This is an optimization exercise on Yosys and OpenROAD, whose aim is a short achievable clock period and few clock cycles, not a production implementation.
In this exercise RTL edits were held to simulation tests only and were not proved equivalent to the original.
The flow treats the clock pin as an ideal source. Dropping or thinning the clock tree relies on that and would not hold on a real chip.
Power and IR drop assume default switching activity.

== oak ==
// ahb_master
module ahb_master (
    input  logic                            i_clk,
    input  logic                            i_reset_n,
    input  logic                            i_req_valid,
    input  ahb_master_pkg::ahb_req_t        i_req,
    input  logic                            i_wdata_valid,
    input  ahb_master_pkg::data_t           i_wdata,
    output logic                            o_rdata_valid,
    output ahb_master_pkg::data_t           o_rdata,
    output logic                            o_busy,
    output logic                            o_err,
    output ahb_master_pkg::ahb_addr_phase_t o_ahb,
    output ahb_master_pkg::data_t           o_hwdata,
    input  ahb_master_pkg::data_t           i_hrdata,
    input  logic                            i_hready,
    input  logic                            i_hresp
);
    localparam int DEPTH = ahb_master_pkg::FIFO_DEPTH;
    ahb_master_pkg::ahb_req_t q0, q1;
    logic       qv0;        
    logic       busy_q;     
    logic       take;
    logic       pop;
    assign take = i_req_valid && !busy_q;
    logic                      xfer_q;     
    logic [1:0]                bcode_q;    
    logic                      hwrite_q;
    ahb_master_pkg::beat_cnt_t rem_q;      
    logic                      more_q;     
    logic                      rem1_q;     
    logic [31:10]              hi_q;
    logic [9:2]                lo_q;
    logic [1:0]                a10_q;
    logic                      lo_full_q;  
    logic [31:10]              hi_inc_q;   
    logic                      inc_ok_q;   
    logic [31:10]              q0_inc_q;   
    logic                      q0_new_q;   
    logic [DEPTH-1:0]          credit_q;
    logic                      credit_nz;
    assign credit_nz = credit_q[0];
    logic                    cur_xfer;      
    logic                    head_ok;       
    logic                    nx_start;      
    logic                    nx_seq;        
    ahb_master_pkg::htrans_e nx_htrans;
    logic                    nx_wr_issue;   
    logic [1:0]              hb;
    ahb_master_pkg::addr_t   addr_cur;
    ahb_master_pkg::addr_t   addr_nx;
  ...
Size in the first run: ~850 flip-flops, ~210 I/O pins, about 33,000 um^2 of cells after synthesis.
==> flow/config.mk <==
export PLATFORM = sky130hd
export DESIGN_NAME = ahb_master
export DESIGN_NICKNAME = ahb_master
export VERILOG_FILES = /design/flow/design.v
export SDC_FILE = /design/flow/constraint.sdc
export NUM_CORES = 4
export LEC_CHECK = 0
export ABC_CLOCK_PERIOD_IN_PS = 1500
export CAP_MARGIN = 20
export CORE_MARGIN = 2
export CORE_UTILIZATION = 55
export SETUP_SLACK_MARGIN = 4.0
export SLEW_MARGIN = 20
==> flow/constraint.sdc <==
create_clock -name core_clock -period 6.0 [get_ports {i_clk}]
set_input_delay 1.2000 -clock core_clock [delete_from_list [all_inputs] [get_ports {i_clk}]]
set_output_delay 1.2000 -clock core_clock [all_outputs]
set_load 0.01 [all_outputs]
standard.sh (not shown) runs the stock make flow with config.mk's settings and CLKGATE_MAP_FILE= SYNTH_SCRIPT=/design/flow/synth_recipe.tcl, a recipe that flattens the netlist after the stock synthesis.
==> flow/flow/run.sh <==
#!/bin/bash
# The standard layout, except for the clock tree: flow/mycts.tcl builds a
# two-level tree (the clock port feeds 4 root buf_16, each of
# which feeds the buf_12 leaf buffers of its part of the die, each
# leaf feeding at most 20 flip-flops) in place of TritonCTS's
# three-level H-tree. Everything else, synthesis included, is standard.sh.
set -euo pipefail
cd "$(dirname "$0")/.."
export PRE_CTS_TCL="$PWD/flow/mycts.tcl"
bash standard.sh finish > standard.log 2>&1
==> flow/flow/mycts.tcl <==
# Two-level clock tree, built before (and in place of) TritonCTS.
# The clock port feeds NROOT root buffers; each root feeds the leaf buffers of
# its part of the die; each leaf buffer feeds a compact group of about
# MYCTS_LEAF clock pins, found by recursive median bisection of the pins'
# positions. Then clock_tree_synthesis is turned into a no-op so that the rest
# of ORFS's cts.tcl (legalization, repair_timing) runs as usual.

set clk_port  [expr {[info exists ::env(MYCTS_PORT)] ? $::env(MYCTS_PORT) : "i_clk"}]
set leaf_max  [expr {[info exists ::env(MYCTS_LEAF)] ? $::env(MYCTS_LEAF) : 20}]
set nroot     [expr {[info exists ::env(MYCTS_NROOT)] ? $::env(MYCTS_NROOT) : 4}]
set leaf_cell [expr {[info exists ::env(MYCTS_LEAF_CELL)] ? $::env(MYCTS_LEAF_CELL) : "sky130_fd_sc_hd__buf_12"}]
set root_cell [expr {[info exists ::env(MYCTS_ROOT_CELL)] ? $::env(MYCTS_ROOT_CELL) : "sky130_fd_sc_hd__buf_16"}]

set db    [ord::get_db]
set block [ord::get_db_block]
set clk   [$block findNet $clk_port]

# Sinks: {x y iterm}
set sinks {}
foreach it [$clk getITerms] {
  set xy [$it getAvgXY]
  lappend sinks [list [lindex $xy 1] [lindex $xy 2] $it]
}
puts "MYCTS: [llength $sinks] sinks on $clk_port"

# Split a list of points into ng groups of near-equal size, by cuts along the
# longer side of their bounding box
proc bisect {pts ng} {
  if {$ng <= 1} { return [list $pts] }
  set xs [lmap p $pts {lindex $p 0}]
  set ys [lmap p $pts {lindex $p 1}]
  set dx [expr {[tcl::mathfunc::max {*}$xs] - [tcl::mathfunc::min {*}$xs]}]
  set dy [expr {[tcl::mathfunc::max {*}$ys] - [tcl::mathfunc::min {*}$ys]}]
  set k [expr {$dx >= $dy ? 0 : 1}]
  set s [lsort -integer -index $k $pts]
  set n1 [expr {$ng / 2}]
  set h [expr {int(round(double([llength $s]) * $n1 / $ng))}]
  return [concat [bisect [lrange $s 0 [expr {$h - 1}]] $n1] [bisect [lrange $s $h end] [expr {$ng - $n1}]]]
}

proc centroid {pts} {
  set sx 0; set sy 0
  foreach p $pts { set sx [expr {$sx + [lindex $p 0]}]; set sy [expr {$sy + [lindex $p 1]}] }
  set n [llength $pts]
  return [list [expr {$sx / $n}] [expr {$sy / $n}]]
}

proc place_at {inst xy} {
  set m [$inst getMaster]
  set x [expr {int([lindex $xy 0] - [$m getWidth] / 2)}]
  set y [expr {int([lindex $xy 1] - [$m getHeight] / 2)}]
  $inst setLocation $x $y
  $inst setPlacementStatus PLACED
}

# Leaf groups of at most leaf_max sinks
set n [llength $sinks]
set nleaf [expr {int(ceil(double($n) / $leaf_max))}]
set groups [bisect $sinks $nleaf]
puts "MYCTS: [llength $groups] leaf groups of up to [tcl::mathfunc::max {*}[lmap g $groups {llength $g}]] sinks"

set leaf_master [$db findMaster $leaf_cell]
set root_master [$db findMaster $root_cell]

# Leaves
set leaves {}
set i 0
foreach g $groups {
  set name "mycts_leaf_$i"
  set inst [odb::dbInst_create $block $leaf_master $name]
  set net  [odb::dbNet_create $block "mycts_leaf_net_$i"]
  $net setSigType CLOCK
  foreach p $g {
    set it [lindex $p 2]
    $it disconnect
    $it connect $net
  }
  [$inst findITerm X] connect $net
  set c [centroid $g]
  place_at $inst $c
  lappend leaves [list {*}$c $inst]
  incr i
}

# Roots: one per part of the leaves
set rgroups [bisect $leaves $nroot]
set i 0
foreach g $rgroups {
  set inst [odb::dbInst_create $block $root_master "mycts_root_$i"]
  set net  [odb::dbNet_create $block "mycts_root_net_$i"]
  $net setSigType CLOCK
  foreach p $g {
    [[lindex $p 2] findITerm A] connect $net
  }
  [$inst findITerm X] connect $net
  [$inst findITerm A] connect $clk
  place_at $inst [centroid $g]
  incr i
}
$clk setSigType CLOCK
puts "MYCTS: [llength $rgroups] roots on $clk_port"

# Leave the rest of cts.tcl to run as usual
rename clock_tree_synthesis tcts_clock_tree_synthesis
proc clock_tree_synthesis {args} {
  puts "MYCTS: clock_tree_synthesis $args skipped, tree built by mycts.tcl"
  set_propagated_clock [all_clocks]
}
proc repair_clock_inverters {args} {}
oak finished all stages; the layout is clean.
Testbench counts of oak, summed over its fixed seeds: cycles 14,166.
diff inputs: oak => pine
diff --git a/flow/flow/run.sh b/flow/flow/run.sh
--- a/flow/flow/run.sh
+++ b/flow/flow/run.sh
@@ -6 +6,3 @@
-# three-level H-tree. Everything else, synthesis included, is standard.sh.
+# three-level H-tree. Before that, each flip-flop that drives an output
+# port's buffer is moved next to that buffer (legalized by cts.tcl's detailed
+# placement). Everything else, synthesis included, is standard.sh.
diff --git a/flow/flow/mycts.tcl b/flow/flow/mycts.tcl
--- a/flow/flow/mycts.tcl
+++ b/flow/flow/mycts.tcl
@@ -16,0 +17,33 @@
+
+# Flip-flops that drive an output port's buffer go next to that buffer, so
+# that their clock-to-output delay sees a short wire; detailed placement
+# legalizes them after this script
+set moved 0
+if {![info exists ::env(MYCTS_MOVE_OUT)] || $::env(MYCTS_MOVE_OUT)} {
+  foreach bt [$block getBTerms] {
+    if {[$bt getIoType] ne "OUTPUT"} { continue }
+    set onet [$bt getNet]
+    if {$onet eq "NULL"} { continue }
+    set buf ""
+    foreach it [$onet getITerms] {
+      if {[$it isOutputSignal]} { set buf [$it getInst] }
+    }
+    if {$buf eq ""} { continue }
+    set ff ""
+    foreach it [$buf getITerms] {
+      if {![$it isInputSignal]} { continue }
+      set n [$it getNet]
+      if {$n eq "NULL"} { continue }
+      foreach d [$n getITerms] {
+        if {[$d isOutputSignal] && [[$d getInst] getMaster] ne "" && [[[$d getInst] getMaster] isSequential]} {
+          set ff [$d getInst]
+        }
+      }
+    }
+    if {$ff eq ""} { continue }
+    set bl [$buf getLocation]
+    $ff setLocation [lindex $bl 0] [lindex $bl 1]
+    incr moved
+  }
+}
+puts "MYCTS: moved $moved output flip-flops next to their port buffers"
[summary]
On share of total power in combinational logic, the lower figure sits with oak, not pine.
The internal power in pine sits 0.76% above the value recorded for oak.
Taking oak as the reference, in pine total power now larger, period utilization barely changed, vias per cell now smaller.
Against oak as the reference, pine delivers a higher proportion of total power due to net switching.
pine ended with more area occupied by multi-input gates than oak.
oak vs pine, start point of the critical path: htrans_o[0] vs hlock_o
Comparing sequential share of power for pine and oak, the bigger number came from oak.
Changes in birch relative to pine:
==> flow/flow/run.sh <==
#!/bin/bash
# The standard layout, except for the clock tree: flow/mycts.tcl builds a
# two-level tree (the clock port feeds 4 root buf_16, each of
# which feeds the clkbuf_16 leaf buffers of its part of the die, each
# leaf feeding at most 20 flip-flops) in place of TritonCTS's
# three-level H-tree. Everything else, synthesis included, is standard.sh.
set -euo pipefail
cd "$(dirname "$0")/.."
export PRE_CTS_TCL="$PWD/flow/mycts.tcl"
bash standard.sh finish > standard.log 2>&1
diff --git a/flow/flow/mycts.tcl b/flow/flow/mycts.tcl
--- a/flow/flow/mycts.tcl
+++ b/flow/flow/mycts.tcl
@@ -11 +11 @@
-set leaf_cell [expr {[info exists ::env(MYCTS_LEAF_CELL)] ? $::env(MYCTS_LEAF_CELL) : "sky130_fd_sc_hd__buf_12"}]
+set leaf_cell [expr {[info exists ::env(MYCTS_LEAF_CELL)] ? $::env(MYCTS_LEAF_CELL) : "sky130_fd_sc_hd__clkbuf_16"}]
@@ -17,33 +16,0 @@
-
-# Flip-flops that drive an output port's buffer go next to that buffer, so
-# that their clock-to-output delay sees a short wire; detailed placement
-# legalizes them after this script
-set moved 0
-if {![info exists ::env(MYCTS_MOVE_OUT)] || $::env(MYCTS_MOVE_OUT)} {
-  foreach bt [$block getBTerms] {
-    if {[$bt getIoType] ne "OUTPUT"} { continue }
-    set onet [$bt getNet]
-    if {$onet eq "NULL"} { continue }
-    set buf ""
-    foreach it [$onet getITerms] {
-      if {[$it isOutputSignal]} { set buf [$it getInst] }
-    }
-    if {$buf eq ""} { continue }
-    set ff ""
-    foreach it [$buf getITerms] {
-      if {![$it isInputSignal]} { continue }
-      set n [$it getNet]
-      if {$n eq "NULL"} { continue }
-      foreach d [$n getITerms] {
-        if {[$d isOutputSignal] && [[$d getInst] getMaster] ne "" && [[[$d getInst] getMaster] isSequential]} {
-          set ff [$d getInst]
-        }
-      }
-    }
-    if {$ff eq ""} { continue }
-    set bl [$buf getLocation]
-    $ff setLocation [lindex $bl 0] [lindex $bl 1]
-    incr moved
-  }
-}
-puts "MYCTS: moved $moved output flip-flops next to their port buffers"
==> notes.md <==
pine: done, clean on timing, DRC and antenna
birch did not stop at any stage, and its layout met the timing, DRC and antenna checks.
Looking at pine and birch, the cell area is a wash.
On clock slew seen by the registers of the worst setup and hold paths, birch tracks pine almost exactly.
Relative to pine, shortest clock period the worst path allows after layout has gone up in birch.
Compared with pine, birch shows a lower met2 usage.
birch vs. pine: clock skew saw an increase, total met2 wirelength after detailed routing went down by about 1.2%, total wire length barely changed, share of layout cells above drive strength 1 fell 0.79 points.
When birch is set beside pine, its setup slack of the critical path after layout turns out to be 0.015 ns smaller.
No run of this note takes its clock network from TritonCTS; it comes from the design's own scripts or RTL.

static timing again, ports no longer ideal:
No port has a modelled driver above. Below, the same layouts with a new extraction and two added sets of constraints. Step 1 assumes that a clkbuf_16 drives the clock port and a buf_2 every other input. Step 2 times the ports against the registers' clock, not the clock port: input delays grow and output delays shrink by t, the midpoint of the rising clock arrivals with the driver on. a / b / c = ideal / step 1 / step 2; a / b = the first two.
run | shift t [ns] | slack for setup (ns) | worst slew at a driven data input, ns | cell pins on the clock port's net
oak | 0.518 | 3.901 / 3.750 / 3.507 | 0.19 | 4
pine | 0.521 | 3.899 / 3.742 / 3.452 | 0.24 | 4
birch | 0.538 | 3.884 / 3.731 / 3.448 | 0.23 | 4
After both steps every run listed still meets setup and hold. For pine, which loses most, drivers alone change the setup slack by -0.157 ns; drivers and shift together by -0.447 ns.
